What follows belongs to an exercise in optimizing a design on an open flow for small area; a production flow would make more cautious choices. In this exercise RTL edits were held to simulation tests only and were not proved equivalent to the original. No activity file was given, so power comes from the tool's default toggle rates.

--- design/flow/design.v ---
module axis_lbus_seg_packer #(
  parameter int NSEG      = 4,
  parameter int SEG_BYTES = 16
) (
  input  logic                      clk,
  input  logic                      rst_n,
  input  logic [NSEG*128-1:0]       s_axis_tdata,
  input  logic [NSEG*SEG_BYTES-1:0] s_axis_tkeep,
  input  logic                      s_axis_tlast,
  input  logic                      s_axis_tvalid,
  output logic                      s_axis_tready,
  output logic [NSEG*128-1:0]       lbus_data,
  output logic [NSEG-1:0]           lbus_ena,
  output logic [NSEG-1:0]           lbus_sop,
  output logic [NSEG-1:0]           lbus_eop,
  output logic [NSEG-1:0]           lbus_err,
  output logic [NSEG*4-1:0]         lbus_mty,
  input  logic                      lbus_rdy
);
  localparam int PW = NSEG*128 + NSEG*4 + 2;   
  logic [NSEG-1:0]   cv_ena;
  logic [NSEG*4-1:0] cv_mty;
  logic              any_en, cv_err;
  logic tready_q, skid_v_q, in_pkt_q, bad_pkt_q, out_pkt_q;
  logic [PW-1:0] cv_pay, skid_q, out_q, m_pay;
  logic          out_eop_q, out_err_q;
  assign any_en = |s_axis_tkeep;
  always_comb begin : convert
    cv_ena = '0;
    cv_mty = '0;
    for (int s = 0; s < NSEG; s++) begin
      cv_ena[s] = |s_axis_tkeep[SEG_BYTES*s +: SEG_BYTES];
      for (int b = SEG_BYTES-1; b >= 0; b--) begin
        if (s_axis_tkeep[SEG_BYTES*s + b]) cv_mty[4*s +: 4] = 4'(b);
      end
    end
    if (!any_en) begin
      cv_ena[0]   = s_axis_tlast;
      cv_mty[3:0] = {4{s_axis_tlast}};
    end
  end
  logic viol;
  always_comb begin : keep_check
    logic below, above;
    logic [NSEG-1:0] en;
    viol  = 1'b0;
    below = 1'b0;
    for (int s = 0; s < NSEG; s++) en[s] = |s_axis_tkeep[SEG_BYTES*s +: SEG_BYTES];
    for (int s = 0; s < NSEG; s++) begin
      above = 1'b0;
      for (int t = 0; t < NSEG; t++) if (t > s) above = above | en[t];
      if (en[s]) begin
        for (int b = 0; b < SEG_BYTES-1; b++)
          if (s_axis_tkeep[SEG_BYTES*s + b] && !s_axis_tkeep[SEG_BYTES*s + b + 1]) viol = 1'b1;
        if (!s_axis_tkeep[SEG_BYTES*s] && (above || !s_axis_tlast)) viol = 1'b1;
      end else begin
        if (below && above) viol = 1'b1;
        if (above && !below && in_pkt_q) viol = 1'b1;
        if (below && !above && !s_axis_tlast) viol = 1'b1;
      end
      below = below | en[s];
    end
  end
  assign cv_err = ~any_en | bad_pkt_q | viol;
  logic [NSEG-1:0] out_ena_q, skid_ena_q, m_ena;
  logic            out_v, adv, hold, push;
  logic            out_v2_q;   
  assign out_v = |out_ena_q;
  assign adv   = ~out_v | lbus_rdy;
  assign hold  = out_v2_q & ~lbus_rdy;
  assign push  = s_axis_tvalid & tready_q & (any_en | s_axis_tlast);
  assign m_ena = ({NSEG{s_axis_tvalid & tready_q}} & cv_ena) | ({NSEG{skid_v_q}} & skid_ena_q);
  always_ff @(posedge clk or negedge rst_n) begin
    if (!rst_n) begin
      out_ena_q <= '0;
      out_v2_q  <= 1'b0;
      skid_v_q  <= 1'b0;
      tready_q  <= 1'b0;
      in_pkt_q  <= 1'b0;
      bad_pkt_q <= 1'b0;
      out_pkt_q <= 1'b0;
    end else begin
      if (adv) out_ena_q <= m_ena;
      if (adv) out_v2_q  <= |m_ena;
      skid_v_q <= ~adv & (skid_v_q | push);
      tready_q <= ~(~adv & (skid_v_q | push));
      if (push) begin
        in_pkt_q  <= ~s_axis_tlast;
        bad_pkt_q <= ~s_axis_tlast & (bad_pkt_q | viol);
      end
      if (out_v & lbus_rdy) out_pkt_q <= ~out_eop_q;
    end
  end
  assign cv_pay = {cv_err, s_axis_tlast, cv_mty, s_axis_tdata};
  assign m_pay  = ({PW{tready_q}} & cv_pay) | ({PW{skid_v_q}} & skid_q);
  always_ff @(posedge clk) begin
    skid_ena_q <= m_ena;
    skid_q     <= m_pay;
    out_q      <= (m_pay & {PW{adv}}) | (out_q & {PW{hold}});
  end
  assign out_eop_q = out_q[PW-2];
  assign out_err_q = out_q[PW-1];
  logic [NSEG-1:0] lowest, highest;
  always_comb begin
    logic seen;
    seen = 1'b0;
    for (int s = 0; s < NSEG; s++) begin
      lowest[s] = out_ena_q[s] & ~seen;
      seen      = seen | out_ena_q[s];
    end
    seen = 1'b0;
    for (int s = NSEG-1; s >= 0; s--) begin
      highest[s] = out_ena_q[s] & ~seen;
      seen       = seen | out_ena_q[s];
    end
  end
  assign s_axis_tready = tready_q;
  assign lbus_data     = out_q[NSEG*128-1:0];
  assign lbus_mty      = out_q[NSEG*128 +: NSEG*4];
  assign lbus_ena      = out_ena_q;
  assign lbus_sop      = lowest & {NSEG{~out_pkt_q}};
  assign lbus_eop      = highest & {NSEG{out_eop_q}};
  assign lbus_err      = highest & {NSEG{out_eop_q & out_err_q}};
endmodule
--- design/flow/flow/run.sh ---
#!/bin/bash
# Standard layout, with the port buffers made of the smallest buffer cell and a clock tree
# of small clustered buffers without dummy loads.
set -euo pipefail
bash standard.sh "BUFFER_PORTS_ARGS=-buffer_cell sky130_fd_sc_hd__buf_1" \
  "CTS_ARGS=-sink_clustering_enable -repair_clock_nets -sink_clustering_size 24 -sink_clustering_max_diameter 60 -buf_list {sky130_fd_sc_hd__clkbuf_8 sky130_fd_sc_hd__clkbuf_16} -dont_use_dummy_load" \
  finish > run_standard.log 2>&1
--- design/flow/standard.sh ---
#!/bin/bash
# synth_recipe.tcl (not shown) runs the flow's synth.tcl, then flattens the netlist and writes it again
# the make line also repeats each setting of config.mk as NAME=value (left out here)
make -C /OpenROAD-flow-scripts/flow DESIGN_CONFIG=/design/flow/config.mk WORK_HOME=/design/flow/orfs CLKGATE_MAP_FILE= SYNTH_SCRIPT=/design/flow/synth_recipe.tcl "${@:-finish}"
--- design/flow/config.mk ---
export PLATFORM = sky130hd
export DESIGN_NAME = axis_lbus_seg_packer
export DESIGN_NICKNAME = axis_lbus_seg_packer
export VERILOG_FILES = /design/flow/design.v
export SDC_FILE = /design/flow/constraint.sdc
export NUM_CORES = 4
export LEC_CHECK = 0
export ABC_AREA = 1
export CAP_MARGIN = 20
export CORE_AREA = 4 4 386 386
export DIE_AREA = 0 0 390 390
export SLEW_MARGIN = 20
--- design/flow/constraint.sdc ---
create_clock -name core_clock -period 4.0 [get_ports {clk}]
set_input_delay 0.8000 -clock core_clock [delete_from_list [all_inputs] [get_ports {clk}]]
set_output_delay 0.8000 -clock core_clock [all_outputs]
set_load 0.01 [all_outputs]
==> flow_metrics.env, run 1 <==
export IMPL_die_h_um=390
export IMPL_multi_input_area_sq_um=10700
export IMPL_grt_setup_unrepaired="no"
export IMPL_synth_area_leader_cell="dfxtp_1"
export IMPL_gp_congestion=0.890
export IMPL_io_buffers=1125
export IMPL_clock_sinks=1074
export IMPL_synth_seq_area_share=0.643
export IMPL_placed_cells=5594
export IMPL_cts_setup_buffers=0
export IMPL_cts_hold_buf=0
export IMPL_grt_ovfl_total=0
export IMPL_syn_avg_cell_area_sq_um=12.2
export IMPL_synth_top_area_share=0.636
export IMPL_finalClockSkew_ns=0.0812
export IMPL_p_total_mw=28.6
export IMPL_status="finished clean"
export IMPL_r2r_cells=7
export IMPL_worstPathMaxFanout=5
export IMPL_synth_area_top_cells="dfxtp_1, a22o_1, clkbuf_1"
export IMPL_worstReg2RegEnd="out_q[366]$_DFF_P_"
export IMPL_use_met3=0.0674
export IMPL_root_buffer="clkbuf_16"
export IMPL_cts_buffers=90
export IMPL_grt_util_all_layers=0.165
export IMPL_netlist_instances=2753
export IMPL_wl_per_cell_um=23.6
export IMPL_synth_seq_cells=1074
export IMPL_tns_ns=0
export IMPL_die_w_um=390
export IMPL_area_growth_pct=25.4
export IMPL_dieArea_sq_um=152000
export IMPL_path_class="reg2out"
export IMPL_dp_hpwl_um=100000
export IMPL_cellPowerDensity_nw_per_um2=679
export IMPL_period_share=0.713
export IMPL_endpoint_kind="output port"
export IMPL_insertion_delay_ns=0.68
export IMPL_hp_class="in2async"
export IMPL_fillers=14948
export IMPL_cap_violations=0
export IMPL_grt_first_pass_wirelength_um=187000
export IMPL_peakVddDrop_v=0.000373
export IMPL_register_area_sq_um=21600
export IMPL_final_common_cell="buf_1"
export IMPL_drive_gt1_frac=0.0510
export IMPL_r2r_start="out_ena_q[2]$_DFFE_PN0P_"
export IMPL_finalSetupViolCount=0
export IMPL_yosysWarnings=1
export IMPL_io_pins=1126
export IMPL_min_period_ns=2.85
export IMPL_leakagePower_nw=17.0
export IMPL_startpoint="out_ena_q[0]$_DFFE_PN0P_"
export IMPL_pre_cts_ws_ns=1.12
export IMPL_cts_tree="built"
export IMPL_h_tree_depth=3
export IMPL_grt_pass1_vias=25778
export IMPL_hold_viol_final=0
export IMPL_clkTransAtPathRegs_ns=0.08
export IMPL_met1_usage=0.193
export IMPL_max_freq_mhz=351
export IMPL_synth_cell_type_count=38
export IMPL_via_per_inst=4.67
export IMPL_grt_max_degree=139
export IMPL_final_cell_mix="buf_1, dfxtp_1, a22o_1"
export IMPL_core_sq_um=144000
export IMPL_required_ns=3.20
export IMPL_worst_ep_arrival_time_ns=2.05
export IMPL_grtUsageMet2=0.276
export IMPL_relSlewSlack=0.281
export IMPL_drv_slew=0
export IMPL_antenna_found_initial=72
export IMPL_reg2reg_slack_ns=1.34
export IMPL_final_cells=5696
export IMPL_fin_ws_ns=1.15
export IMPL_final_net_count=4364
export IMPL_firstDrtPassIters=5
export IMPL_initial_core_util=0.232
export IMPL_worstMarginPinSlew_ns=1.08
export IMPL_drt_iter0_drc=1607
export IMPL_cts_resized=0
export IMPL_drt_wl_total_um=134000
export IMPL_clock_path_buffers=3
export IMPL_syn_area_sq_um=33500
export IMPL_critPathLaunchType="flop"
export IMPL_gr_max_usage_layer="met2"
export IMPL_route_detailed_drc=0
export IMPL_num_rows=139
export IMPL_ant_nets=0
export IMPL_vias=26589
## worst max path at each step
stage	end	slack [ns]	cells after the start
finish	lbus_sop[3]	1.15	4
floorplan	out_q[529]$_DFF_P_	1.82	16
detailed placement	out_q[310]$_DFF_P_	1.12	5
CTS	lbus_sop[3]	1.10	4
global route	lbus_sop[3]	1.06	4
global placement	out_q[331]$_DFF_P_	1.20	5
## where the power goes
group	switching, mW	total, mW	internal [mW]
clock	3.74	7.68	3.94
sequential	1.17	14.3	13.1
combinational	4.06	6.61	2.56
total	8.96	28.6	19.6
## critical path: stages, from the launching register on
cell	delay, ns
dfrtp_1	0.47
nor2_1	0.12
inv_1	0.09
nor4_1	0.49
buf_1	0.26
## synthesized netlist by cell type (all sizes together)
library cell,instances
o21ai,41
a22o,1035
o22ai,2
a31oi,3
a21oi,27
nor2,57
nand2,143
o31ai,3
a21boi,1
dfxtp,1064
buf,77
a211oi,3
nor3,10
nor4,2
nand3,9
clkbuf,157
inv,93
o221ai,1
dfrtp,10
o21bai,5
a32o,2
nand4,6
a21o,1
or2,1
## flip-flops by register name (all words and copies together), names as in the netlist
register	count
tready_q	1
in_pkt_q	1
bad_pkt_q	1
skid_v_q	1
out_ena_q	4
out_q	530
out_v2_q	1
out_pkt_q	1
skid_q	530
skid_ena_q	4
## routing by layer
metal / share of wire / wire length (um)
met1: 0.39 / 51900
met4: 0.031 / 4110
met3: 0.10 / 13900
met2: 0.48 / 64300
met5: 0 / 0
## layout make-up
class,count,area share
flip-flops and latches,1074,0.513
repair buffers,1172,0.114
clock buffers,90,0.0536
multi-input cells,1352,0.253
well taps,1903,0.0566
inverters,93,0.00854
diodes,12,0.000714
## per-stage QoR
stage | instance area [sq um] | hold WS [ns] | util
after floorplan | 33500 | 0.422 | -
after global placement | 39800 | 0.436 | 0.275
after detailed placement | 39800 | 0.436 | 0.275
after CTS | 42000 | 0.0395 | 0.291
after global routing | 42000 | 0.0958 | 0.291
final | 42000 | 0.118 | 0.291
## kinds of logic after synthesis
kind of cell           count (synthesis)  synth area share
AOI/OAI and AO/OA                   1124             0.285
DFF                                 1074             0.643
buffers and inverters                327            0.0392
and+or+nand+nor                      228            0.0323
==> run 2: changes to the inputs <==
==> design/flow/flow/run.sh (replaced) <==
#!/bin/bash
# Standard layout, with the port buffers made of the smallest buffer cell and a clock tree
# of small clustered buffers without dummy loads.
set -euo pipefail
bash standard.sh "BUFFER_PORTS_ARGS=-buffer_cell sky130_fd_sc_hd__buf_1" \
  "CTS_ARGS=-sink_clustering_enable -repair_clock_nets -sink_clustering_size 16 -sink_clustering_max_diameter 50 -buf_list {sky130_fd_sc_hd__clkbuf_4 sky130_fd_sc_hd__clkbuf_8} -dont_use_dummy_load" \
  finish > run_standard.log 2>&1
==> run 2 against run 1 <==
Total power is 5.9% lower. Clock power fell by 22%. Non-clock buffer count increased by 1. Flip-flop and latch count unchanged. Final area fell by 1.6%. Global-route usage about the same. Area after synthesis stayed put. Sequential power about the same. Critical endpoint unchanged. Largest power group unchanged.
==> flow_metrics.env, run 2 <==
export IMPL_num_rows=139
export IMPL_cts_tree="built"
export IMPL_finalSetupViolCount=0
export IMPL_max_freq_mhz=326
export IMPL_finalClockSkew_ns=0.147
export IMPL_cts_buffers=111
export IMPL_dieArea_sq_um=152000
export IMPL_fin_util=0.286
export IMPL_crit_chain="nor2_1 -> inv_1 -> nor4_1 -> buf_1"
export IMPL_worstPathMaxFanout=4
export IMPL_vias=26595
export IMPL_netlist_instances=2753
export IMPL_syn_avg_cell_area_sq_um=12.2
export IMPL_clkTransAtPathRegs_ns=0.10
export IMPL_peakVddDrop_v=0.000322
export IMPL_reg2reg_slack_ns=1.21
export IMPL_hp_start="s_axis_tdata[336]"
export IMPL_leakagePower_nw=16.6
export IMPL_root_buffer="clkbuf_8"
export IMPL_ys_flop_type="dfxtp_1"
export IMPL_startpoint="out_ena_q[1]$_DFFE_PN0P_"
export IMPL_cts_hold_buf=1
export IMPL_required_ns=3.20
export IMPL_hp_class="in2reg"
export IMPL_firstDrtPassIters=5
export IMPL_area_growth_pct=23.4
export IMPL_yosysMostFrequentCell="dfxtp_1"
export IMPL_synth_top_area_share=0.636
export IMPL_critPathLaunchType="flop"
export IMPL_initial_core_util=0.232
export IMPL_drv_slew=0
export IMPL_ant_nets=0
export IMPL_insertion_delay_ns=0.83
export IMPL_grt_first_pass_wirelength_um=187000
export IMPL_yosysWarnings=1
export IMPL_via_per_inst=4.64
export IMPL_syn_area_sq_um=33500
export IMPL_grt_max_degree=139
export IMPL_synth_area_top_cells="dfxtp_1, a22o_1, clkbuf_1"
export IMPL_holdWs_ns=0.232
export IMPL_cellPowerDensity_nw_per_um2=650
export IMPL_final_cell_area_sq_um=41300
export IMPL_h_tree_depth=3
export IMPL_cp_slowest_cell="nor4_1"
export IMPL_clock_path_buffers=3
export IMPL_clock_sinks=1074
export IMPL_fillers=15066
export IMPL_placed_cells=5594
export IMPL_grt_util_all_layers=0.165
export IMPL_worstMarginPinSlew_ns=1.08
export IMPL_final_net_count=4386
export IMPL_synth_seq_area_share=0.643
export IMPL_period_share=0.768
export IMPL_synth_area_leader_cell="dfxtp_1"
export IMPL_min_period_ns=3.07
export IMPL_reg_top3="out_q x530, skid_q x530"
export IMPL_relSlewSlack=0.277
export IMPL_endpoint_kind="output port"
export IMPL_worst_ep_arrival_time_ns=2.27
export IMPL_synth_edff_count=0
export IMPL_cap_violations=0
export IMPL_antenna_found_initial=73
export IMPL_grt_setup_unrepaired="no"
export IMPL_route_detailed_drc=0
export IMPL_dp_hpwl_um=100000
export IMPL_cts_setup_buffers=0
export IMPL_tns_ns=0
export IMPL_cp_num_buf_inv=2
export IMPL_min_to="skid_q[336]$_DFF_P_"
export IMPL_io_pins=1126
export IMPL_slowest_delay_ns=0.52
export IMPL_wl_per_cell_um=23.5
export IMPL_synth_cell_type_count=38
export IMPL_drt_iter0_drc=1466
export IMPL_final_cells=5728
export IMPL_drive_gt1_frac=0.0563
export IMPL_gp_congestion=0.890
export IMPL_status="finished clean"
export IMPL_r2r_cells=7
export IMPL_synth_async_reset_ratio=0.00931
export IMPL_r2r_start="out_ena_q[3]$_DFFE_PN0P_"
export IMPL_min_delay_path_depth=2
export IMPL_worstReg2RegEnd="out_q[366]$_DFF_P_"
export IMPL_crit_family="simple AND/OR/NAND/NOR gates"
export IMPL_cts_resized=0
export IMPL_hold_viol_final=0
export IMPL_core_sq_um=144000
export IMPL_synthTopCellsByCount="dfxtp_1, a22o_1, clkbuf_1"
export IMPL_die_w_um=390
export IMPL_io_buffers=1125
export IMPL_final_common_cell="buf_1"
export IMPL_final_cell_mix="buf_1, dfxtp_1, a22o_1"
export IMPL_drt_wl_total_um=134000
export IMPL_die_h_um=390
export IMPL_grt_pass1_vias=25947
export IMPL_grt_ovfl_total=0
export IMPL_synth_seq_cells=1074
export IMPL_dpl_cell_area_sq_um=39800
export IMPL_path_class="reg2out"
[run 2: cell count changes in the layout (fill, tap and decap cells not counted)]
| cell | delta |
|---|---|
| dlygate4sd3_1 | +1 |
| clkbuf_8 | +111 |
| diode_2 | +10 |
| clkbuf_16 | -90 |
[run 2: power by group]
group          total, mW  switching [mW]  leakage (nW)  internal, mW
Clock               5.99            3.55         0.798          2.44
Sequential          14.3            1.16          9.06          13.1
Combinational       6.61            4.06          6.79          2.56
[run 2: layer usage]
layer | track usage | vias to the layer above | wire, um
met1 | 0.193 | 12816 | 52300
li1 | - | 12386 | -
met4 | 0.0487 | 0 | 3670
met5 | 0 | - | 0
met3 | 0.0700 | 279 | 14000
met2 | 0.277 | 1114 | 64500
[run 2: logic make-up after synthesis]
| logic type | share of synthesized area |
|---|---|
| DFF | 0.643 |
| and+or+nand+nor | 0.0323 |
| AOI/OAI and AO/OA | 0.285 |
| buffers and inverters | 0.0392 |
[run 2: worst max path at each step]
stage	endpoint	slack, ns	cells past startpoint
4_1_cts	lbus_sop[3]	0.82	4
6_report	lbus_sop[3]	0.93	4
2_1_floorplan	out_q[529]$_DFF_P_	1.82	16
3_3_place_gp	out_q[331]$_DFF_P_	1.20	5
5_1_grt	lbus_sop[3]	0.79	4
3_5_place_dp	out_q[310]$_DFF_P_	1.12	5
[run 2: stage by stage]
stage / total power [mW] / setup WS (ns)
final: 26.9 / 0.929
after global routing: 28.4 / 0.787
after CTS: 27.2 / 0.820
after detailed placement: 21.2 / 1.12
after global placement: 21.1 / 1.20
after floorplan: 18.0 / 1.82
[run 2: cell type report]
type	count	area, sq um	area share
Antenna cell	22	55.1	0.00133
Clock buffer	111	1530	0.0370
Inverter	93	359	0.00869
Multi-Input combinational cell	1352	10700	0.258
Sequential cell	1074	21600	0.521
Tap cell	1903	2380	0.0576
Timing Repair Buffer	1173	4810	0.116
==> run 3: changes to the inputs <==
--- a/design/flow/config.mk
+++ b/design/flow/config.mk
@@ -7,6 +7,6 @@
 export LEC_CHECK = 0
 export ABC_AREA = 1
-export CAP_MARGIN = 20
+export CAP_MARGIN = 0
 export CORE_AREA = 4 4 386 386
 export DIE_AREA = 0 0 390 390
-export SLEW_MARGIN = 20
+export SLEW_MARGIN = 0
==> run 3 against run 2 <==
Die area stayed put. Wire length unchanged. Largest power group unchanged. Highest routed layer unchanged. Count of clock-buffer cells in the layout stayed put. First-iteration DRC count is the same.
==> flow_metrics.env, run 3 <==
export IMPL_worstMarginPinSlew_ns=1.08
export IMPL_synth_async_reset_ratio=0.00931
export IMPL_cellPowerDensity_nw_per_um2=650
export IMPL_critPathLaunchType="flop"
export IMPL_r2r_start="out_ena_q[3]$_DFFE_PN0P_"
export IMPL_vias=26595
export IMPL_max_freq_mhz=326
export IMPL_worst_ep_arrival_time_ns=2.27
export IMPL_firstDrtPassIters=5
export IMPL_insertion_delay_ns=0.83
export IMPL_r2r_cells=7
export IMPL_hold_viol_final=0
export IMPL_leakagePower_nw=16.6
export IMPL_grt_ovfl_total=0
export IMPL_initial_core_util=0.232
export IMPL_status="finished clean"
export IMPL_pre_cts_ws_ns=1.12
export IMPL_synth_edff_count=0
export IMPL_grt_setup_unrepaired="no"
export IMPL_grt_pass1_vias=25947
export IMPL_io_pins=1126
export IMPL_synth_mux_area_frac=0
export IMPL_fillers=15066
export IMPL_dp_hpwl_um=100000
export IMPL_grt_first_pass_wirelength_um=187000
export IMPL_netlist_instances=2753
export IMPL_cts_tree="built"
export IMPL_cts_buffers=111
export IMPL_drv_slew=0
export IMPL_relSlewSlack=0.277
export IMPL_synth_seq_cells=1074
export IMPL_crit_chain="nor2_1 -> inv_1 -> nor4_1 -> buf_1"
export IMPL_final_cell_mix="buf_1, dfxtp_1, a22o_1"
export IMPL_dpl_cell_area_sq_um=39800
export IMPL_hp_class="in2reg"
export IMPL_fin_ws_ns=0.929
export IMPL_clock_path_buffers=3
export IMPL_min_period_ns=3.07
export IMPL_synthAdderAreaFrac=0
export IMPL_period_share=0.768
export IMPL_path_class="reg2out"
export IMPL_synth_area_top_cells="dfxtp_1, a22o_1, clkbuf_1"
export IMPL_cts_setup_buffers=0
export IMPL_cp_slowest_cell="nor4_1"
export IMPL_die_h_um=390
export IMPL_synth_area_leader_cell="dfxtp_1"
export IMPL_synth_top_family_by_area="compound AO/OA/AOI/OAI gates"
export IMPL_synth_xor_area_frac=0
export IMPL_yosysMostFrequentCell="dfxtp_1"
export IMPL_route_detailed_drc=0
export IMPL_tns_ns=0
export IMPL_min_to="skid_q[336]$_DFF_P_"
export IMPL_multi_input_area_sq_um=10700
export IMPL_drt_wl_total_um=134000
export IMPL_finalClockSkew_ns=0.147
export IMPL_cap_violations=0
export IMPL_gp_congestion=0.890
export IMPL_syn_avg_cell_area_sq_um=12.2
export IMPL_worstPathMaxFanout=4
export IMPL_grt_max_degree=139
export IMPL_synth_compound_area_frac=0.285
export IMPL_yosysWarnings=1
export IMPL_ys_flop_type="dfxtp_1"
export IMPL_dieArea_sq_um=152000
export IMPL_final_common_cell="buf_1"
export IMPL_io_buffers=1125
export IMPL_required_ns=3.20
export IMPL_grt_util_all_layers=0.165
export IMPL_final_cell_area_sq_um=41300
export IMPL_clkTransAtPathRegs_ns=0.10
export IMPL_final_net_count=4386
export IMPL_wl_per_cell_um=23.5
export IMPL_min_delay_path_depth=2
export IMPL_cts_resized=0
export IMPL_num_rows=139
export IMPL_drive_gt1_frac=0.0563
export IMPL_syn_area_sq_um=33500
export IMPL_area_growth_pct=23.4
export IMPL_register_area_sq_um=21600
export IMPL_reg2reg_slack_ns=1.21
export IMPL_peakVddDrop_v=0.000322
export IMPL_synth_top_area_share=0.636
export IMPL_core_sq_um=144000
export IMPL_slowest_delay_ns=0.52
export IMPL_die_w_um=390
export IMPL_drt_iter0_drc=1466
export IMPL_root_buffer="clkbuf_8"
export IMPL_synth_cell_type_count=38
export IMPL_synth_seq_area_share=0.643
export IMPL_worstReg2RegEnd="out_q[366]$_DFF_P_"
export IMPL_synthSimpleGateAreaFrac=0.0323
export IMPL_synthTopCellsByCount="dfxtp_1, a22o_1, clkbuf_1"
export IMPL_reg_top3="out_q x530, skid_q x530"
export IMPL_ant_nets=0
export IMPL_clock_sinks=1074
export IMPL_endpoint_kind="output port"
export IMPL_antenna_found_initial=73
export IMPL_hp_start="s_axis_tdata[336]"
export IMPL_finalSetupViolCount=0
export IMPL_h_tree_depth=3
export IMPL_via_per_inst=4.64
-- run 3: cell counts in the layout (fill, tap and decap cells not counted) --
Identical to the previous run, type by type.
-- run 3: metal layers --
metal | vias to the layer above | GRT usage | wire length [um]
met2 | 1114 | 0.277 | 64500
met1 | 12816 | 0.193 | 52300
met5 | - | 0 | 0
met3 | 279 | 0.0700 | 14000
met4 | 0 | 0.0487 | 3670
li1 | 12386 | - | -
-- run 3: where the power goes --
group | internal, mW | leakage, nW | switching [mW]
Clock | 2.44 | 0.798 | 3.55
Sequential | 13.1 | 9.06 | 1.16
Combinational | 2.56 | 6.79 | 4.06
-- run 3: worst max path at each step --
stage / startpoint / endpoint / slack, ns
floorplan: s_axis_tkeep[3] / out_q[529]$_DFF_P_ / 1.82
global placement: lbus_rdy / out_q[331]$_DFF_P_ / 1.20
detailed placement: lbus_rdy / out_q[310]$_DFF_P_ / 1.12
CTS: out_ena_q[0]$_DFFE_PN0P_ / lbus_sop[3] / 0.82
global route: out_ena_q[0]$_DFFE_PN0P_ / lbus_sop[3] / 0.79
finish: out_ena_q[1]$_DFFE_PN0P_ / lbus_sop[3] / 0.93
-- run 3: cells by family (layout without fill, tap and decap cells) --
logic type / after synthesis / in the layout
flops: 1074 / 1074
other cells: 0 / 22
buf+inv: 327 / 1377
compound gates: 1124 / 1124
simple gates: 228 / 228
-- run 3: area by class of cell --
class,instances,area share
tap,1903,0.0576
sequential,1074,0.521
multi-input combinational,1352,0.258
antenna,22,0.00133
timing repair buffer,1173,0.116
inverter,93,0.00869
clock buffer,111,0.0370
-- run 3: stage by stage --
stage,hold WS [ns],cells,power (mW),utilization
detailed placement,0.436,5594,21.2,0.275
global route,0.0975,5720,28.4,0.286
floorplan,0.422,2753,18.0,-
finish,0.232,5728,26.9,0.286
CTS,0.0649,5706,27.2,0.286
global placement,0.436,5594,21.1,0.275
-- run 3: repair_timing --
item,CTS,global route
endpoints found under the setup margin,0,0
hold buffers,1,0
endpoints found under the hold margin,10,0
-- run 3: critical path, delay by kind of cell, from the launching register on --
kind	cells	cell delay, ns
and+or+nand+nor	2	0.64
DFF	1	0.46
buffers and inverters	2	0.34
==> run 4: changes to the inputs <==
==> design/flow/flow/run.sh (replaced) <==
#!/bin/bash
# Standard layout, with the port buffers made of the smallest buffer cell and a clock tree
# of small clustered buffers without dummy loads.
set -euo pipefail
bash standard.sh "BUFFER_PORTS_ARGS=-buffer_cell sky130_fd_sc_hd__buf_1" \
  "CTS_ARGS=-sink_clustering_enable -repair_clock_nets -sink_clustering_size 12 -sink_clustering_max_diameter 40 -buf_list sky130_fd_sc_hd__clkbuf_4 -dont_use_dummy_load" \
  finish > run_standard.log 2>&1
==> run 4 against run 3 <==
Still clean on timing, DRC and antenna. Sequential share of layout area decreased by 5.4 points. Via count increased by 9.4%. Setup slack got worse by 0.20 ns. Total power decreased by 0.56%. Clock skew increased by 0.014 ns. Flip-flop and latch count unchanged. Utilization increased by 3.3 points.
==> flow_metrics.env, run 4 <==
export IMPL_status="finished clean"
export IMPL_critPathLaunchType="flop"
export IMPL_grt_first_pass_wirelength_um=199000
export IMPL_yosysWarnings=1
export IMPL_tns_ns=0
export IMPL_fillers=14570
export IMPL_required_ns=3.20
export IMPL_clock_sinks=1074
export IMPL_combPwrFrac=0.266
export IMPL_antenna_found_initial=61
export IMPL_vias=29083
export IMPL_h_tree_depth=4
export IMPL_final_common_cell="buf_1"
export IMPL_hold_viol_final=0
export IMPL_min_period_ns=3.27
export IMPL_drive_gt1_frac=0.0594
export IMPL_synth_area_leader_cell="dfxtp_1"
export IMPL_finalClockSkew_ns=0.161
export IMPL_via_per_inst=4.61
export IMPL_reg_top3="out_q x530, skid_q x530"
export IMPL_hp_class="in2reg"
export IMPL_syn_avg_cell_area_sq_um=12.2
export IMPL_peakVddDrop_v=0.000312
export IMPL_clkPwrFrac=0.199
export IMPL_num_rows=139
export IMPL_max_freq_mhz=305
export IMPL_synth_edff_count=0
export IMPL_p_seq_frac=0.534
export IMPL_area_growth_pct=37.8
export IMPL_netlist_instances=2753
export IMPL_clkTransAtPathRegs_ns=0.12
export IMPL_worstMarginPinSlew_ns=1.07
export IMPL_p_int_mw=17.8
export IMPL_dieArea_sq_um=152000
export IMPL_cts_tree="built"
export IMPL_synth_top_area_share=0.636
export IMPL_p_sw_mw=8.95
export IMPL_die_w_um=390
export IMPL_gp_congestion=0.890
export IMPL_wl_per_cell_um=22.2
export IMPL_ys_flop_type="dfxtp_1"
export IMPL_final_cell_mix="buf_1, dfxtp_1, a22o_1"
export IMPL_die_h_um=390
export IMPL_drt_iter0_drc=1571
export IMPL_grt_setup_unrepaired="no"
export IMPL_dp_hpwl_um=100000
export IMPL_ant_nets=0
export IMPL_io_pins=1126
export IMPL_final_cell_area_sq_um=46200
export IMPL_insertion_delay_ns=1.07
export IMPL_synth_async_reset_ratio=0.00931
export IMPL_endpoint_kind="output port"
export IMPL_root_buffer="clkbuf_4"
export IMPL_grt_ovfl_total=0
export IMPL_dpl_cell_area_sq_um=39800
export IMPL_core_sq_um=144000
export IMPL_worstPathMaxFanout=5
export IMPL_finalSetupViolCount=0
export IMPL_drt_wl_total_um=140000
export IMPL_worst_ep_arrival_time_ns=2.47
export IMPL_relSlewSlack=0.286
export IMPL_grt_util_all_layers=0.173
export IMPL_cap_violations=0
export IMPL_switching_share=0.335
export IMPL_clock_path_buffers=3
export IMPL_path_class="reg2out"
export IMPL_synth_area_top_cells="dfxtp_1, a22o_1, clkbuf_1"
export IMPL_cellPowerDensity_nw_per_um2=579
export IMPL_firstDrtPassIters=5
export IMPL_io_buffers=1125
export IMPL_initial_core_util=0.232
export IMPL_cts_resized=0
export IMPL_final_net_count=4944
export IMPL_grt_pass1_vias=29327
export IMPL_syn_area_sq_um=33500
export IMPL_synth_cell_type_count=38
export IMPL_grt_max_degree=139
export IMPL_synth_seq_area_share=0.643
export IMPL_synthTopCellsByCount="dfxtp_1, a22o_1, clkbuf_1"
export IMPL_drv_slew=0
export IMPL_route_detailed_drc=0
export IMPL_cts_buffers=156
export IMPL_period_share=0.818
export IMPL_leakagePower_nw=18.7
export IMPL_cts_setup_buffers=0
export IMPL_synth_seq_cells=1074
export IMPL_yosysMostFrequentCell="dfxtp_1"
==> run 4: power by group through the flow <==
stage / sequential, mW / clock (mW) / combinational [mW]
after floorplan: 14.9 / 0 / 3.17
after global placement: 14.4 / 0 / 6.65
after detailed placement: 14.4 / 0 / 6.71
after CTS: 14.2 / 5.64 / 7.19
after global routing: 14.5 / 6.02 / 7.72
final: 14.3 / 5.33 / 7.11
==> run 4: logic make-up (layout without fill, tap and decap cells) <==
logic type | after synthesis | after routing | synth area share
compound gates | 1124 | 1124 | 0.285
flops | 1074 | 1074 | 0.643
buf+inv | 327 | 1935 | 0.0392
simple gates | 228 | 228 | 0.0323
other cells | 0 | 38 | 0
==> run 4: area by class of cell <==
type,count,area (sq um),area share
sequential,1074,21600,0.467
multi-input combinational,1352,10700,0.231
timing repair buffer,1686,9950,0.215
inverter,93,359,0.00778
clock buffer,156,1170,0.0254
tap,1903,2380,0.0516
antenna,38,95.1,0.00206
==> run 4: worst max-delay path, cell delays in order (launching register included) <==
cell and delay [ns]:
dfrtp_1 0.48, nor2_1 0.11, inv_1 0.08, nor4_1 0.48, buf_1 0.26
==> run 4: through the flow <==
stage	setup WS, ns	hold slack, ns	utilization	cells	power [mW]
after floorplan	1.82	0.422	-	2753	18.0
after global placement	1.20	0.436	0.275	5594	21.1
after detailed placement	1.12	0.436	0.275	5594	21.2
after CTS	0.464	0.000611	0.319	6264	27.1
after global routing	0.438	0.0457	0.320	6295	28.2
final	0.726	0.252	0.320	6302	26.7
==> run 4: routing by layer <==
metal | up-vias | track usage | wire length [um]
li1 | 13558 | - | -
met1 | 13895 | 0.201 | 54500
met2 | 1305 | 0.284 | 66000
met3 | 321 | 0.0704 | 14000
met4 | 4 | 0.0707 | 5090
met5 | - | 0 | 33
==> run 4: worst paths after layout <==
| kind | start | end | slack (ns) | cells past startpoint |
|---|---|---|---|---|
| setup reg to reg | out_ena_q[3]$_DFFE_PN0P_ | out_q[370]$_DFF_P_ | 1.24 | 7 |
| min in group asynchronous | rst_n | out_v2_q$_DFFE_PN0P_ | 0.33 | 2 |
| max in group asynchronous | rst_n | tready_q$_DFF_PN0_ | 3.10 | 2 |
| setup / recovery | out_ena_q[0]$_DFFE_PN0P_ | lbus_sop[3] | 0.73 | 4 |
| hold / removal | s_axis_tdata[177] | skid_q[177]$_DFF_P_ | 0.25 | 2 |
| hold reg to reg | skid_q[519]$_DFF_P_ | skid_q[519]$_DFF_P_ | 0.45 | 2 |
==> run 4: repair_timing <==
item / 4_1_cts / 5_1_grt
endpoints found under the setup margin: 0 / 0
hold buffers: 514 / 0
endpoints found under the hold margin: 988 / 0
==> run 5: changes to the inputs <==
==> design/flow/flow/run.sh (replaced) <==
#!/bin/bash
# Standard layout, with the port buffers made of the smallest buffer cell and a clock tree
# of small clustered buffers without dummy loads.
set -euo pipefail
bash standard.sh "BUFFER_PORTS_ARGS=-buffer_cell sky130_fd_sc_hd__buf_1" REMOVE_ABC_BUFFERS=1 \
  "CTS_ARGS=-sink_clustering_enable -repair_clock_nets -sink_clustering_size 30 -sink_clustering_max_diameter 50 -buf_list sky130_fd_sc_hd__clkbuf_16 -dont_use_dummy_load" \
  finish > run_standard.log 2>&1
--- a/design/flow/config.mk
+++ b/design/flow/config.mk
@@ -7,6 +7,7 @@
 export LEC_CHECK = 0
 export ABC_AREA = 1
-export CAP_MARGIN = 0
+export CAP_MARGIN = 20
 export CORE_AREA = 4 4 386 386
 export DIE_AREA = 0 0 390 390
-export SLEW_MARGIN = 0
+export PLACE_DENSITY = 0.85
+export SLEW_MARGIN = 20
==> run 5 against run 4 <==
Utilization is 2.7 points lower. Setup slack better by 0.18 ns. Critical endpoint is now out_v2_q$_DFFE_PN0P_. Critical path depth is 2 higher. Die area stayed put. Fmax is 5.7% higher. Area after synthesis stayed put. Highest routed layer unchanged. Clock skew is 0.071 ns lower. Global-route usage is 0.46 points lower. Combinational power is 6.3% lower. Clock power is 51% higher. Still clean on timing, DRC and antenna.
==> flow_metrics.env, run 5 <==
export IMPL_dpl_cell_area_sq_um=39600
export IMPL_synth_xor_area_frac=0
export IMPL_finalSetupViolCount=0
export IMPL_required_ns=4.51
export IMPL_vias=27258
export IMPL_cts_tree="built"
export IMPL_reg_top3="out_q x530, skid_q x530"
export IMPL_p_int_mw=19.9
export IMPL_relSlewSlack=0.240
export IMPL_status="finished clean"
export IMPL_final_net_count=4361
export IMPL_drt_iter0_drc=1929
export IMPL_hp_class="in2async"
export IMPL_holdWs_ns=0.234
export IMPL_placed_cells=5582
export IMPL_synth_seq_area_share=0.643
export IMPL_combPwrFrac=0.229
export IMPL_synth_top_area_share=0.636
export IMPL_cap_violations=0
export IMPL_yosysWarnings=1
export IMPL_pre_cts_ws_ns=0.804
export IMPL_grt_first_pass_wirelength_um=191000
export IMPL_clock_path_buffers=3
export IMPL_root_buffer="clkbuf_16"
export IMPL_cellPowerDensity_nw_per_um2=688
export IMPL_path_class="reg2reg"
export IMPL_drt_wl_total_um=137000
export IMPL_p_seq_frac=0.494
export IMPL_drv_slew=0
export IMPL_grt_setup_unrepaired="no"
export IMPL_max_freq_mhz=323
export IMPL_synthSimpleGateAreaFrac=0.0323
export IMPL_area_growth_pct=26.1
export IMPL_io_pins=1126
export IMPL_final_cell_area_sq_um=42200
export IMPL_clock_sinks=1074
export IMPL_fin_ws_ns=0.902
export IMPL_synth_edff_count=0
export IMPL_synth_async_reset_ratio=0.00931
export IMPL_cts_buffers=99
export IMPL_yosysMostFrequentCell="dfxtp_1"
export IMPL_die_w_um=390
export IMPL_switching_share=0.314
export IMPL_core_sq_um=144000
export IMPL_syn_avg_cell_area_sq_um=12.2
export IMPL_cts_resized=0
export IMPL_final_cells=5729
export IMPL_drive_gt1_frac=0.0503
export IMPL_cts_hold_buf=0
export IMPL_antenna_found_initial=79
export IMPL_dieArea_sq_um=152000
export IMPL_peakVddDrop_v=0.000438
export IMPL_p_total_mw=29.1
export IMPL_insertion_delay_ns=0.72
export IMPL_cp_slowest_cell="a21boi_0"
export IMPL_crit_top_cell="inv_1"
export IMPL_gp_congestion=0.960
export IMPL_io_buffers=1125
export IMPL_dp_hpwl_um=103000
export IMPL_syn_area_sq_um=33500
export IMPL_tns_ns=0
export IMPL_netlist_instances=2753
export IMPL_synth_area_leader_cell="dfxtp_1"
export IMPL_fin_util=0.293
export IMPL_hold_viol_final=0
export IMPL_final_cell_mix="buf_1, dfxtp_1, a22o_1"
export IMPL_cts_setup_buffers=0
export IMPL_p_sw_mw=9.12
export IMPL_synth_top_family_by_area="compound AO/OA/AOI/OAI gates"
export IMPL_ys_flop_type="dfxtp_1"
export IMPL_clkTransAtPathRegs_ns=0.07
export IMPL_synthAdderAreaFrac=0
export IMPL_wl_per_cell_um=23.9
export IMPL_min_period_ns=3.10
export IMPL_firstDrtPassIters=6
export IMPL_clkPwrFrac=0.277
export IMPL_worstPathMaxFanout=50
export IMPL_grt_util_all_layers=0.169
export IMPL_synthTopCellsByCount="dfxtp_1, a22o_1, clkbuf_1"
export IMPL_synth_area_top_cells="dfxtp_1, a22o_1, clkbuf_1"
export IMPL_initial_core_util=0.232
export IMPL_grt_max_degree=140
export IMPL_worst_ep_arrival_time_ns=3.61
export IMPL_slowest_delay_ns=0.89
export IMPL_crit_chain="nand2_1 -> inv_1 -> a21boi_0 -> inv_1 -> nor3_1 -> o221ai_1"
export IMPL_endpoint_kind="flop"
export IMPL_grt_ovfl_total=0
export IMPL_h_tree_depth=3
export IMPL_finalClockSkew_ns=0.0901
export IMPL_worstMarginPinSlew_ns=1.13
export IMPL_grt_pass1_vias=26755
export IMPL_leakagePower_nw=17.0
export IMPL_die_h_um=390
export IMPL_final_common_cell="buf_1"
export IMPL_critPathLaunchType="flop"
export IMPL_synth_seq_cells=1074
export IMPL_via_per_inst=4.76
export IMPL_route_detailed_drc=0
export IMPL_period_share=0.774
export IMPL_synth_compound_area_frac=0.285
export IMPL_synth_cell_type_count=38
export IMPL_synth_mux_area_frac=0
export IMPL_num_rows=139
export IMPL_ant_nets=0
[run 5: final cells by class]
| cell class | instances | area (sq um) |
|---|---|---|
| tap | 1903 | 2380 |
| sequential | 1074 | 21600 |
| inverter | 93 | 359 |
| timing repair buffer | 1160 | 4700 |
| antenna | 48 | 120 |
| fill | 14875 | 102000 |
| multi-input combinational | 1352 | 10700 |
| clock buffer | 99 | 2480 |
[run 5: kinds of logic (layout without fill, tap and decap cells)]
| group | count (synthesis) | in the layout |
|---|---|---|
| compound gates | 1124 | 1124 |
| flops | 1074 | 1074 |
| buf+inv | 327 | 1352 |
| simple gates | 228 | 228 |
| other cells | 0 | 48 |
[run 5: worst paths after layout]
path	startpoint	to	slack (ns)	cells after the start
max	tready_q$_DFF_PN0_	out_v2_q$_DFFE_PN0P_	0.90	6
max reg2reg	tready_q$_DFF_PN0_	out_v2_q$_DFFE_PN0P_	0.90	6
min in group core_clock	s_axis_tdata[145]	skid_q[145]$_DFF_P_	0.33	2
min	rst_n	out_ena_q[3]$_DFFE_PN0P_	0.23	1
min reg2reg	out_q[524]$_DFF_P_	out_q[524]$_DFF_P_	0.45	2
max in group asynchronous	rst_n	skid_v_q$_DFF_PN0_	3.04	1
[run 5: routing by layer]
| metal | wire, um | vias up | track usage |
|---|---|---|---|
| met2 | 61800 | 1310 | 0.257 |
| li1 | - | 12372 | - |
| met3 | 15200 | 317 | 0.0777 |
| met1 | 52200 | 13255 | 0.194 |
| met4 | 7600 | 4 | 0.100 |
| met5 | 17 | - | 0 |
[run 5: worst max-delay path, delay by kind of cell (launching register included)]
kind            cells  cell delay [ns]
compound gates      2             1.11
buf+inv             2             0.29
flops               1             0.79
simple gates        2             0.77
[run 5: power by group through the flow]
stage          registers [mW]  logic, mW  clock network (mW)
6_report                 14.4       6.66                8.06
5_1_grt                  14.6       7.24                8.67
4_1_cts                  14.3       6.72                8.31
3_5_place_dp             14.5       6.68                   0
3_3_place_gp             14.4       6.57                   0
2_1_floorplan            15.1       3.48                   0
==> run 6: changes to the inputs <==
==> design/flow/flow/run.sh (replaced) <==
#!/bin/bash
# Standard layout, with the port buffers made of the smallest buffer cell and a clock tree
# of small clustered buffers without dummy loads.
set -euo pipefail
bash standard.sh "BUFFER_PORTS_ARGS=-buffer_cell sky130_fd_sc_hd__buf_1" REMOVE_ABC_BUFFERS=1 \
  "CTS_ARGS=-sink_clustering_enable -repair_clock_nets -sink_clustering_size 16 -sink_clustering_max_diameter 45 -buf_list sky130_fd_sc_hd__clkbuf_8 -dont_use_dummy_load" \
  finish > run_standard.log 2>&1
--- a/design/flow/config.mk
+++ b/design/flow/config.mk
@@ -8,6 +8,5 @@
 export ABC_AREA = 1
 export CAP_MARGIN = 20
-export CORE_AREA = 4 4 386 386
-export DIE_AREA = 0 0 390 390
-export PLACE_DENSITY = 0.85
+export CORE_AREA = 4 4 636 136
+export DIE_AREA = 0 0 640 140
 export SLEW_MARGIN = 20
==> run 6 against run 5 <==
Clock skew decreased by 0.043 ns. Still clean. Worst hold slack worse by 0.11 ns. Combinational power fell by 5.0%. Setup slack improved by 0.32 ns. Critical path depth down 4.
==> flow_metrics.env, run 6 <==
export IMPL_wl_per_cell_um=22.5
export IMPL_max_freq_mhz=360
export IMPL_p_total_mw=25.6
export IMPL_cap_violations=0
export IMPL_status="finished clean"
export IMPL_die_w_um=640
export IMPL_reg_top3="out_q x530, skid_q x530"
export IMPL_grt_max_degree=165
export IMPL_initial_core_util=0.406
export IMPL_final_net_count=4339
export IMPL_fillers=7822
export IMPL_cp_num_buf_inv=2
export IMPL_synth_seq_cells=1074
export IMPL_worst_ep_arrival_time_ns=1.98
export IMPL_synth_async_reset_ratio=0.00931
export IMPL_synthTopCellsByCount="dfxtp_1, a22o_1, clkbuf_1"
export IMPL_area_growth_pct=18.8
export IMPL_io_pins=1126
export IMPL_synth_area_top_cells="dfxtp_1, a22o_1, clkbuf_1"
export IMPL_reg2reg_slack_ns=1.50
export IMPL_num_rows=48
export IMPL_drv_slew=0
export IMPL_r2r_start="out_ena_q[3]$_DFFE_PN0P_"
export IMPL_register_area_sq_um=21600
export IMPL_vias=25733
export IMPL_cp_slowest_cell="dfrtp_4"
export IMPL_final_cell_mix="buf_1, dfxtp_1, a22o_1"
export IMPL_final_cell_area_sq_um=39800
export IMPL_slowest_delay_ns=0.60
export IMPL_critPathLaunchType="flop"
export IMPL_firstDrtPassIters=7
export IMPL_grt_pass1_vias=24653
export IMPL_dp_hpwl_um=78500
export IMPL_p_seq_frac=0.553
export IMPL_endpoint_kind="output port"
export IMPL_insertion_delay_ns=0.68
export IMPL_final_common_cell="buf_1"
export IMPL_worstMarginPinSlew_ns=0.994
export IMPL_grt_util_all_layers=0.233
export IMPL_io_buffers=1125
export IMPL_yosysMostFrequentCell="dfxtp_1"
export IMPL_synth_cell_type_count=38
export IMPL_dieArea_sq_um=89600
export IMPL_switching_share=0.323
export IMPL_required_ns=3.20
export IMPL_gp_congestion=0.913
export IMPL_route_detailed_drc=0
export IMPL_worstReg2RegEnd="out_q[89]$_DFF_P_"
export IMPL_cts_setup_buffers=0
export IMPL_yosysWarnings=1
export IMPL_relSlewSlack=0.337
export IMPL_syn_avg_cell_area_sq_um=12.2
export IMPL_path_class="reg2out"
export IMPL_cts_tree="built"
export IMPL_grt_first_pass_wirelength_um=162000
export IMPL_h_tree_depth=3
export IMPL_hold_viol_final=0
export IMPL_netlist_instances=2753
export IMPL_finalSetupViolCount=0
export IMPL_clock_path_buffers=3
export IMPL_p_int_mw=17.4
export IMPL_min_period_ns=2.78
export IMPL_syn_area_sq_um=33500
export IMPL_multi_input_area_sq_um=10700
export IMPL_combPwrFrac=0.247
export IMPL_tns_ns=0
export IMPL_synth_seq_area_share=0.643
export IMPL_grt_setup_unrepaired="no"
export IMPL_grt_ovfl_total=0
export IMPL_clkPwrFrac=0.200
export IMPL_synth_edff_count=0
export IMPL_dpl_cell_area_sq_um=38700
export IMPL_ant_nets=0
export IMPL_drt_iter0_drc=1924
export IMPL_drt_wl_total_um=111000
export IMPL_antenna_found_initial=21
export IMPL_cts_hold_buf=0
export IMPL_leakagePower_nw=16.3
export IMPL_finalClockSkew_ns=0.0471
export IMPL_ys_flop_type="dfxtp_1"
export IMPL_worstPathMaxFanout=83
export IMPL_r2r_cells=7
export IMPL_drive_gt1_frac=0.0447
export IMPL_crit_chain="buf_12 -> buf_1"
export IMPL_hp_class="in2async"
export IMPL_cts_buffers=77
export IMPL_synth_top_area_share=0.636
export IMPL_core_sq_um=82500
export IMPL_peakVddDrop_v=0.000246
export IMPL_clock_sinks=1074
export IMPL_via_per_inst=5.25
export IMPL_cts_resized=0
export IMPL_period_share=0.695
export IMPL_root_buffer="clkbuf_8"
export IMPL_clkTransAtPathRegs_ns=0.10
export IMPL_synth_area_leader_cell="dfxtp_1"
export IMPL_crit_family="buffers and inverters"
export IMPL_p_sw_mw=8.28
export IMPL_cellPowerDensity_nw_per_um2=644
export IMPL_die_h_um=140
[run 6: cell counts after synthesis]
Identical to the previous run, type by type.
[run 6: area by class of cell]
type	count	area share
antenna	23	0.00145
clock buffer	77	0.0266
inverter	93	0.00902
multi-input combinational	1352	0.268
sequential	1074	0.542
tap	1125	0.0354
timing repair buffer	1160	0.118
[run 6: worst register-to-register path, stage by stage (launching register included)]
cell	delay (ns)
dfrtp_1	0.47
nor2_1	0.17
inv_1	0.10
nor2_1	0.17
nor2_1	0.16
inv_8	0.50
buf_12	0.53
a22o_1	0.29
[run 6: power by group through the flow]
stage,combinational [mW],clock (mW),sequential (mW)
3_3_place_gp,6.31,0,14.3
4_1_cts,6.39,5.29,14.1
5_1_grt,6.82,5.71,14.4
2_1_floorplan,3.48,0,15.1
3_5_place_dp,6.37,0,14.3
6_report,6.33,5.13,14.2
[run 6: layer usage]
metal,GRT usage,part of all wire,wire length [um]
met5,0,0.00027,30
met2,0.402,0.50,55800
met4,0.0823,0.028,3130
met3,0.0397,0.039,4340
met1,0.297,0.43,47200
[run 6: worst max-delay path by stage]
stage	startpoint	end	cells after the start
floorplan	lbus_rdy	out_q[0]$_DFF_P_	2
global placement	s_axis_tkeep[9]	out_q[513]$_DFF_P_	14
detailed placement	s_axis_tkeep[9]	out_v2_q$_DFFE_PN0P_	13
CTS	tready_q$_DFF_PN0_	s_axis_tready	2
global route	tready_q$_DFF_PN0_	s_axis_tready	2
finish	tready_q$_DFF_PN0_	s_axis_tready	2
[run 6: logic make-up after synthesis]
group                  Yosys count  share of synthesized area
AO/OA/AOI/OAI                 1124                      0.285
flip-flops                    1074                      0.643
buffers and inverters          327                     0.0392
AND/OR/NAND/NOR                228                     0.0323
[run 6: per-stage QoR]
stage	utilization	setup WS [ns]	std cells	hold slack, ns
2_1_floorplan	-	-14.53	2519	0.422
5_1_grt	0.482	1.08	4897	0.0809
4_1_cts	0.482	1.12	4881	0.0351
3_3_place_gp	0.469	1.19	4804	0.434
3_5_place_dp	0.469	1.19	4804	0.436
6_report	0.483	1.22	4904	0.127
==> run 7: changes to the inputs <==
--- a/design/flow/design.v
+++ b/design/flow/design.v
@@ -51,6 +51,5 @@
       for (int t = 0; t < NSEG; t++) if (t > s) above = above | en[t];
       if (en[s]) begin
-        for (int b = 0; b < SEG_BYTES-1; b++)
-          if (s_axis_tkeep[SEG_BYTES*s + b] && !s_axis_tkeep[SEG_BYTES*s + b + 1]) viol = 1'b1;
+        if (|(s_axis_tkeep[SEG_BYTES*s +: SEG_BYTES-1] & ~s_axis_tkeep[SEG_BYTES*s+1 +: SEG_BYTES-1])) viol = 1'b1;
         if (!s_axis_tkeep[SEG_BYTES*s] && (above || !s_axis_tlast)) viol = 1'b1;
       end else begin
==> run 7 against run 6 <==
Still clean on timing, DRC and antenna. Area after synthesis is 0.28% lower. Setup slack better by 0.065 ns. Register-to-register slack worse by 0.10 ns. Flip-flop and latch count stayed put. Clock skew is 0.024 ns higher. Wire length is 0.66% higher. Global-route usage hardly changed. Sequential share of layout area is 0.090 points higher. Clock power hardly changed. Total power is 1.1% lower. Fmax is 2.4% higher.
==> flow_metrics.env, run 7 <==
export IMPL_path_class="reg2out"
export IMPL_netlist_instances=2741
export IMPL_holdWs_ns=0.0795
export IMPL_clock_path_buffers=3
export IMPL_synthTopCellsByCount="dfxtp_1, a22o_1, clkbuf_1"
export IMPL_die_w_um=640
export IMPL_slowest_delay_ns=0.45
export IMPL_drt_wl_total_um=111000
export IMPL_cap_violations=0
export IMPL_fillers=7717
export IMPL_dp_hpwl_um=79500
export IMPL_via_per_inst=5.28
export IMPL_r2r_start="out_ena_q[3]$_DFFE_PN0P_"
export IMPL_finalSetupViolCount=0
export IMPL_setup_worst_path_end="lbus_err[2]"
export IMPL_placed_cells=4799
export IMPL_ant_nets=0
export IMPL_clock_sinks=1074
export IMPL_worstReg2RegEnd="out_q[317]$_DFF_P_"
export IMPL_syn_area_sq_um=33400
export IMPL_p_total_mw=25.4
export IMPL_startpoint="out_q[529]$_DFF_P_"
export IMPL_yosysMostFrequentCell="dfxtp_1"
export IMPL_num_rows=48
export IMPL_crit_family="simple AND/OR/NAND/NOR gates"
export IMPL_grt_util_all_layers=0.233
export IMPL_cts_resized=0
export IMPL_reg_top3="out_q x530, skid_q x530"
export IMPL_critPathLaunchType="flop"
export IMPL_grt_max_degree=161
export IMPL_hp_class="in2async"
export IMPL_io_pins=1126
export IMPL_status="finished clean"
export IMPL_syn_avg_cell_area_sq_um=12.2
export IMPL_fin_util=0.482
export IMPL_synth_async_reset_ratio=0.00931
export IMPL_antenna_found_initial=24
export IMPL_crit_chain="nand2_1 -> nor3_1 -> buf_1"
export IMPL_ys_flop_type="dfxtp_1"
export IMPL_root_buffer="clkbuf_8"
export IMPL_wl_per_cell_um=22.7
export IMPL_hold_viol_final=0
export IMPL_yosysWarnings=1
export IMPL_relSlewSlack=0.288
export IMPL_final_cells=4894
export IMPL_cp_num_buf_inv=1
export IMPL_final_cell_mix="buf_1, dfxtp_1, a22o_1"
export IMPL_endpoint_kind="output port"
export IMPL_synth_seq_cells=1074
export IMPL_initial_core_util=0.405
export IMPL_register_area_sq_um=21600
export IMPL_synth_cell_type_count=34
export IMPL_drv_slew=0
export IMPL_max_freq_mhz=368
export IMPL_worstMarginPinSlew_ns=1.07
export IMPL_grt_ovfl_total=0
export IMPL_vias=25844
export IMPL_cp_slowest_cell="dfxtp_1"
export IMPL_synth_edff_count=0
export IMPL_grt_pass1_vias=24476
export IMPL_insertion_delay_ns=0.70
export IMPL_grt_setup_unrepaired="no"
export IMPL_drt_iter0_drc=2166
export IMPL_reg2reg_slack_ns=1.40
export IMPL_crit_cells=3
export IMPL_core_sq_um=82500
export IMPL_multi_input_area_sq_um=10600
export IMPL_period_share=0.679
export IMPL_clkTransAtPathRegs_ns=0.11
export IMPL_firstDrtPassIters=5
export IMPL_dieArea_sq_um=89600
export IMPL_synth_area_top_cells="dfxtp_1, a22o_1, clkbuf_1"
export IMPL_gp_congestion=0.916
export IMPL_min_period_ns=2.72
export IMPL_synth_seq_area_share=0.645
export IMPL_peakVddDrop_v=0.000217
export IMPL_cts_setup_buffers=0
export IMPL_cts_buffers=77
export IMPL_h_tree_depth=3
export IMPL_tns_ns=0
export IMPL_finalClockSkew_ns=0.0711
export IMPL_cts_hold_buf=0
export IMPL_die_h_um=140
export IMPL_grt_first_pass_wirelength_um=161000
export IMPL_r2r_cells=7
export IMPL_worst_ep_arrival_time_ns=1.92
export IMPL_io_buffers=1125
export IMPL_cellPowerDensity_nw_per_um2=638
export IMPL_cts_tree="built"
export IMPL_final_common_cell="buf_1"
export IMPL_required_ns=3.20
export IMPL_drive_gt1_frac=0.0432
export IMPL_worstPathMaxFanout=4
export IMPL_area_growth_pct=18.9
export IMPL_route_detailed_drc=0
export IMPL_synth_area_leader_cell="dfxtp_1"
export IMPL_leakagePower_nw=16.3
export IMPL_final_net_count=4334
export IMPL_synth_top_area_share=0.637
run 7: changes by cell type after synthesis, sizes merged, moves of 3 or more:
cell,before,now
inv,93,78
nor2,57,65
nand4,6,2
nand2,143,140
nand3,9,6
nor3,10,13
run 7: cells by family (layout without fill, tap and decap cells):
| kind of cell | Yosys count | in the layout | share of synthesized area |
|---|---|---|---|
| buf+inv | 313 | 1323 | 0.0379 |
| simple gates | 231 | 231 | 0.0308 |
| compound gates | 1123 | 1123 | 0.286 |
| other cells | 0 | 18 | 0 |
| flops | 1074 | 1074 | 0.645 |
run 7: cell type report:
type / instances / area share
tap: 1125 / 0.0354
inverter: 79 / 0.00778
clock buffer: 77 / 0.0267
multi-input combinational: 1354 / 0.267
antenna: 18 / 0.00113
timing repair buffer: 1167 / 0.119
sequential: 1074 / 0.543
run 7: worst min-delay path by stage:
stage                                    from                     to  cells after the start
final                                   rst_n  out_pkt_q$_DFFE_PN0P_                      1
after global placement    skid_q[512]$_DFF_P_    skid_q[512]$_DFF_P_                      2
after floorplan           skid_q[512]$_DFF_P_    skid_q[512]$_DFF_P_                      2
after global routing                    rst_n  out_pkt_q$_DFFE_PN0P_                      1
after detailed placement  skid_q[529]$_DFF_P_    skid_q[529]$_DFF_P_                      2
after CTS                               rst_n  out_pkt_q$_DFFE_PN0P_                      1
run 7: worst reg2reg max path, cell delays in order (launching register included):
cell,delay [ns]
dfrtp_1,0.47
nor2_1,0.19
inv_2,0.07
nor2_1,0.17
nor2_1,0.16
inv_8,0.51
buf_4,0.74
a22o_1,0.22
run 7: metrics by stage:
step	instance area (sq um)	worst slack, ns
6_report	39700	1.28
5_1_grt	39700	1.17
4_1_cts	39700	1.26
3_5_place_dp	38600	0.850
3_3_place_gp	38600	0.732
2_1_floorplan	32500	-14.53
run 7: routing by layer:
layer / global-route usage / up-vias / part of all wire
met5: 0 / - / 0.00087
met4: 0.0807 / 16 / 0.032
met3: 0.0410 / 218 / 0.040
met2: 0.400 / 577 / 0.50
met1: 0.299 / 12781 / 0.43
li1: - / 12252 / -
run 7: power by group:
part,internal [mW],leakage (nW),switching (mW)
registers,13.0,9.06,1.06
logic,2.46,6.65,3.67
clock network,1.74,0.554,3.41
total,17.2,16.3,8.13
==> run 8: changes to the inputs <==
==> design/flow/flow/run.sh (replaced) <==
#!/bin/bash
# Standard layout, with the port buffers made of the smallest buffer cell and a clock tree
# of small clustered buffers without dummy loads.
set -euo pipefail
bash standard.sh "BUFFER_PORTS_ARGS=-buffer_cell sky130_fd_sc_hd__buf_1" REMOVE_ABC_BUFFERS=1 \
  "CTS_ARGS=-sink_clustering_enable -repair_clock_nets -sink_clustering_size 14 -sink_clustering_max_diameter 40 -buf_list sky130_fd_sc_hd__clkbuf_8 -dont_use_dummy_load" \
  finish > run_standard.log 2>&1
--- a/design/flow/config.mk
+++ b/design/flow/config.mk
@@ -8,5 +8,5 @@
 export ABC_AREA = 1
 export CAP_MARGIN = 20
-export CORE_AREA = 4 4 636 136
-export DIE_AREA = 0 0 640 140
+export CORE_AREA = 4 4 676 96
+export DIE_AREA = 0 0 680 100
 export SLEW_MARGIN = 20
==> run 8 against run 7 <==
Total power is 0.27% higher. First-iteration DRC count is 12% lower. Still clean on timing, DRC and antenna. Flip-flop and latch count stayed put. Die area is 24% lower. Critical endpoint is now s_axis_tready. Final area is 0.92% lower. Sequential power hardly changed. Non-clock buffer count is 14 lower. Critical path type unchanged. Count of clock-buffer cells in the layout is 9 higher. Utilization is 17 points higher.
==> flow_metrics.env, run 8 <==
export IMPL_status="finished clean"
export IMPL_synth_area_top_cells="dfxtp_1, a22o_1, clkbuf_1"
export IMPL_required_ns=3.20
export IMPL_grt_first_pass_wirelength_um=147000
export IMPL_endpoint_kind="output port"
export IMPL_period_share=0.643
export IMPL_yosysMostFrequentCell="dfxtp_1"
export IMPL_synth_async_reset_ratio=0.00931
export IMPL_ant_nets=0
export IMPL_cts_tree="built"
export IMPL_io_pins=1126
export IMPL_critPathLaunchType="flop"
export IMPL_pre_cts_ws_ns=1.33
export IMPL_final_common_cell="buf_1"
export IMPL_hold_viol_final=0
export IMPL_crit_chain="buf_1"
export IMPL_relSlewSlack=0.284
export IMPL_clock_path_buffers=3
export IMPL_route_detailed_drc=0
export IMPL_core_sq_um=60300
export IMPL_fin_ws_ns=1.43
export IMPL_worstPathMaxFanout=29
export IMPL_grt_ovfl_total=0
export IMPL_final_cell_mix="buf_1, dfxtp_1, a22o_1"
export IMPL_antenna_found_initial=0
export IMPL_crit_family="flip-flops"
export IMPL_root_buffer="clkbuf_8"
export IMPL_synth_area_leader_cell="dfxtp_1"
export IMPL_cts_hold_buf=0
export IMPL_finalClockSkew_ns=0.0330
export IMPL_drt_iter0_drc=1907
export IMPL_hp_class="in2async"
export IMPL_synth_seq_area_share=0.645
export IMPL_grt_max_degree=175
export IMPL_firstDrtPassIters=5
export IMPL_dpl_cell_area_sq_um=38200
export IMPL_vias=26051
export IMPL_worst_ep_arrival_time_ns=1.77
export IMPL_synth_edff_count=0
export IMPL_reg_top3="out_q x530, skid_q x530"
export IMPL_netlist_instances=2741
export IMPL_finalSetupViolCount=0
export IMPL_max_freq_mhz=389
export IMPL_initial_core_util=0.554
export IMPL_cts_resized=0
export IMPL_grt_pass1_vias=26155
export IMPL_syn_avg_cell_area_sq_um=12.2
export IMPL_min_period_ns=2.57
export IMPL_grt_setup_unrepaired="no"
export IMPL_cap_violations=0
export IMPL_clock_sinks=1074
export IMPL_cellPowerDensity_nw_per_um2=646
export IMPL_die_w_um=680
export IMPL_final_net_count=4329
export IMPL_synth_top_area_share=0.637
export IMPL_path_class="reg2out"
export IMPL_dp_hpwl_um=64100
export IMPL_cts_buffers=86
export IMPL_io_buffers=1125
export IMPL_insertion_delay_ns=0.71
export IMPL_leakagePower_nw=16.3
export IMPL_yosysWarnings=1
export IMPL_synth_cell_type_count=34
export IMPL_syn_area_sq_um=33400
export IMPL_die_h_um=100
export IMPL_cts_setup_buffers=0
export IMPL_cp_num_buf_inv=1
export IMPL_h_tree_depth=3
export IMPL_drt_wl_total_um=96100
export IMPL_gp_congestion=0.883
export IMPL_wl_per_cell_um=20.9
export IMPL_drive_gt1_frac=0.0419
export IMPL_fin_util=0.653
export IMPL_dieArea_sq_um=68000
export IMPL_worstMarginPinSlew_ns=1.07
export IMPL_synth_seq_cells=1074
export IMPL_synthTopCellsByCount="dfxtp_1, a22o_1, clkbuf_1"
export IMPL_fillers=4899
export IMPL_tns_ns=0
export IMPL_cp_slowest_cell="dfrtp_4"
export IMPL_via_per_inst=5.68
export IMPL_num_rows=33
export IMPL_slowest_delay_ns=0.77
export IMPL_peakVddDrop_v=0.000325
export IMPL_drv_slew=0
export IMPL_area_growth_pct=17.8
export IMPL_final_cell_area_sq_um=39400
export IMPL_grt_util_all_layers=0.267
export IMPL_ys_flop_type="dfxtp_1"
export IMPL_clkTransAtPathRegs_ns=0.10
export IMPL_final_cells=4588
export IMPL_placed_cells=4500
[run 8: changes by cell type in the layout (fill, tap and decap cells not counted)]
cell,before,now
buf_4,26,11
diode_2,18,2
buf_12,16,17
clkbuf_8,77,86
[run 8: cell type report]
type,count,area [sq um],share of cell area
Clock buffer,86,1180,0.0301
Tap cell,840,1050,0.0267
Sequential cell,1074,21600,0.548
Inverter,79,309,0.00785
Multi-Input combinational cell,1354,10600,0.270
Timing Repair Buffer,1153,4650,0.118
Antenna cell,2,5.00,0.000127
[run 8: power by group]
| group | leakage [nW] | switching (mW) | internal [mW] | total, mW |
|---|---|---|---|---|
| sequential | 9.06 | 1.13 | 13.0 | 14.2 |
| combinational | 6.58 | 3.40 | 2.44 | 5.84 |
| clock | 0.618 | 3.48 | 1.93 | 5.42 |
| total | 16.3 | 8.02 | 17.4 | 25.4 |
[run 8: stage by stage]
| stage | total power [mW] | hold WS [ns] |
|---|---|---|
| floorplan | 18.3 | 0.422 |
| global placement | 20.0 | 0.436 |
| detailed placement | 20.2 | 0.442 |
| CTS | 25.6 | 0.00863 |
| global route | 26.8 | 0.0275 |
| finish | 25.4 | 0.0598 |
[run 8: logic make-up (layout without fill, tap and decap cells)]
kind of cell,count (synthesis),count (layout),share of synthesized area
buffers and inverters,313,1318,0.0379
other,0,2,0
and+or+nand+nor,231,231,0.0308
DFF,1074,1074,0.645
AOI/OAI and AO/OA,1123,1123,0.286
[run 8: per-layer routing]
metal | part of all wire | vias to the layer above | GRT usage
li1 | - | 12218 | -
met3 | 0.049 | 198 | 0.0543
met1 | 0.42 | 12861 | 0.334
met5 | 0 | - | 0
met2 | 0.50 | 774 | 0.474
met4 | 0.030 | 0 | 0.0831
[run 8: worst paths after layout]
kind	startpoint	end	slack, ns	cells past startpoint
min	rst_n	bad_pkt_q$_DFFE_PN0P_	0.06	1
min reg2reg	skid_q[529]$_DFF_P_	skid_q[529]$_DFF_P_	0.46	2
max reg2reg	out_ena_q[3]$_DFFE_PN0P_	out_q[158]$_DFF_P_	1.56	7
max in group asynchronous	rst_n	skid_v_q$_DFF_PN0_	3.53	1
min in group core_clock	s_axis_tdata[294]	skid_q[294]$_DFF_P_	0.34	2
max	tready_q$_DFF_PN0_	s_axis_tready	1.43	1

[separate check: timing with driven ports]
No port has a modelled driver above. Below, the same layouts with a new extraction and two added sets of constraints.
Step 1 assumes that a clkbuf_16 drives the clock port and a buf_2 every other input.
Step 2, shift: input delay + t, output delay - t, t = (earliest + latest rising clock arrival at the registers) / 2. This alone moves slack from input paths to output paths.
Three values: ideal, step 1, step 2; two values: the first two.
| run | t (ns) | setup WS [ns] | hold slack, ns | worst setup path at the end | worst slew at a driven data input, ns |
|---|---|---|---|---|---|
| run 1 | 0.726 | 1.148 / 1.069 / 1.103 | 0.118 / 0.102 / 0.450 | input to register | 0.20 |
| run 2 | 0.828 | 0.929 / 0.853 / 1.086 | 0.232 / 0.187 / 0.453 | input to register | 0.20 |
| run 3 | 0.828 | 0.929 / 0.853 / 1.086 | 0.232 / 0.187 / 0.453 | input to register | 0.20 |
| run 4 | 1.073 | 0.726 / 0.649 / 0.568 | 0.252 / 0.215 / 0.450 | input to register | 0.18 |
| run 5 | 0.736 | 0.902 / 0.902 / 0.468 | 0.234 / 0.217 / 0.451 | input to register | 0.22 |
| run 6 | 0.704 | 1.220 / 1.185 / 1.171 | 0.127 / 0.150 / 0.456 | input to register | 0.16 |
| run 7 | 0.700 | 1.285 / 1.251 / 0.736 | 0.080 / 0.112 / 0.462 | input to register | 0.19 |
| run 8 | 0.776 | 1.427 / 1.339 / 1.276 | 0.060 / 0.024 / 0.461 | input to register | 0.07 |
After both steps every run listed still meets setup and hold. The setup slack of run 7, which loses most, moves by -0.034 ns with the drivers and by -0.549 ns with both steps.
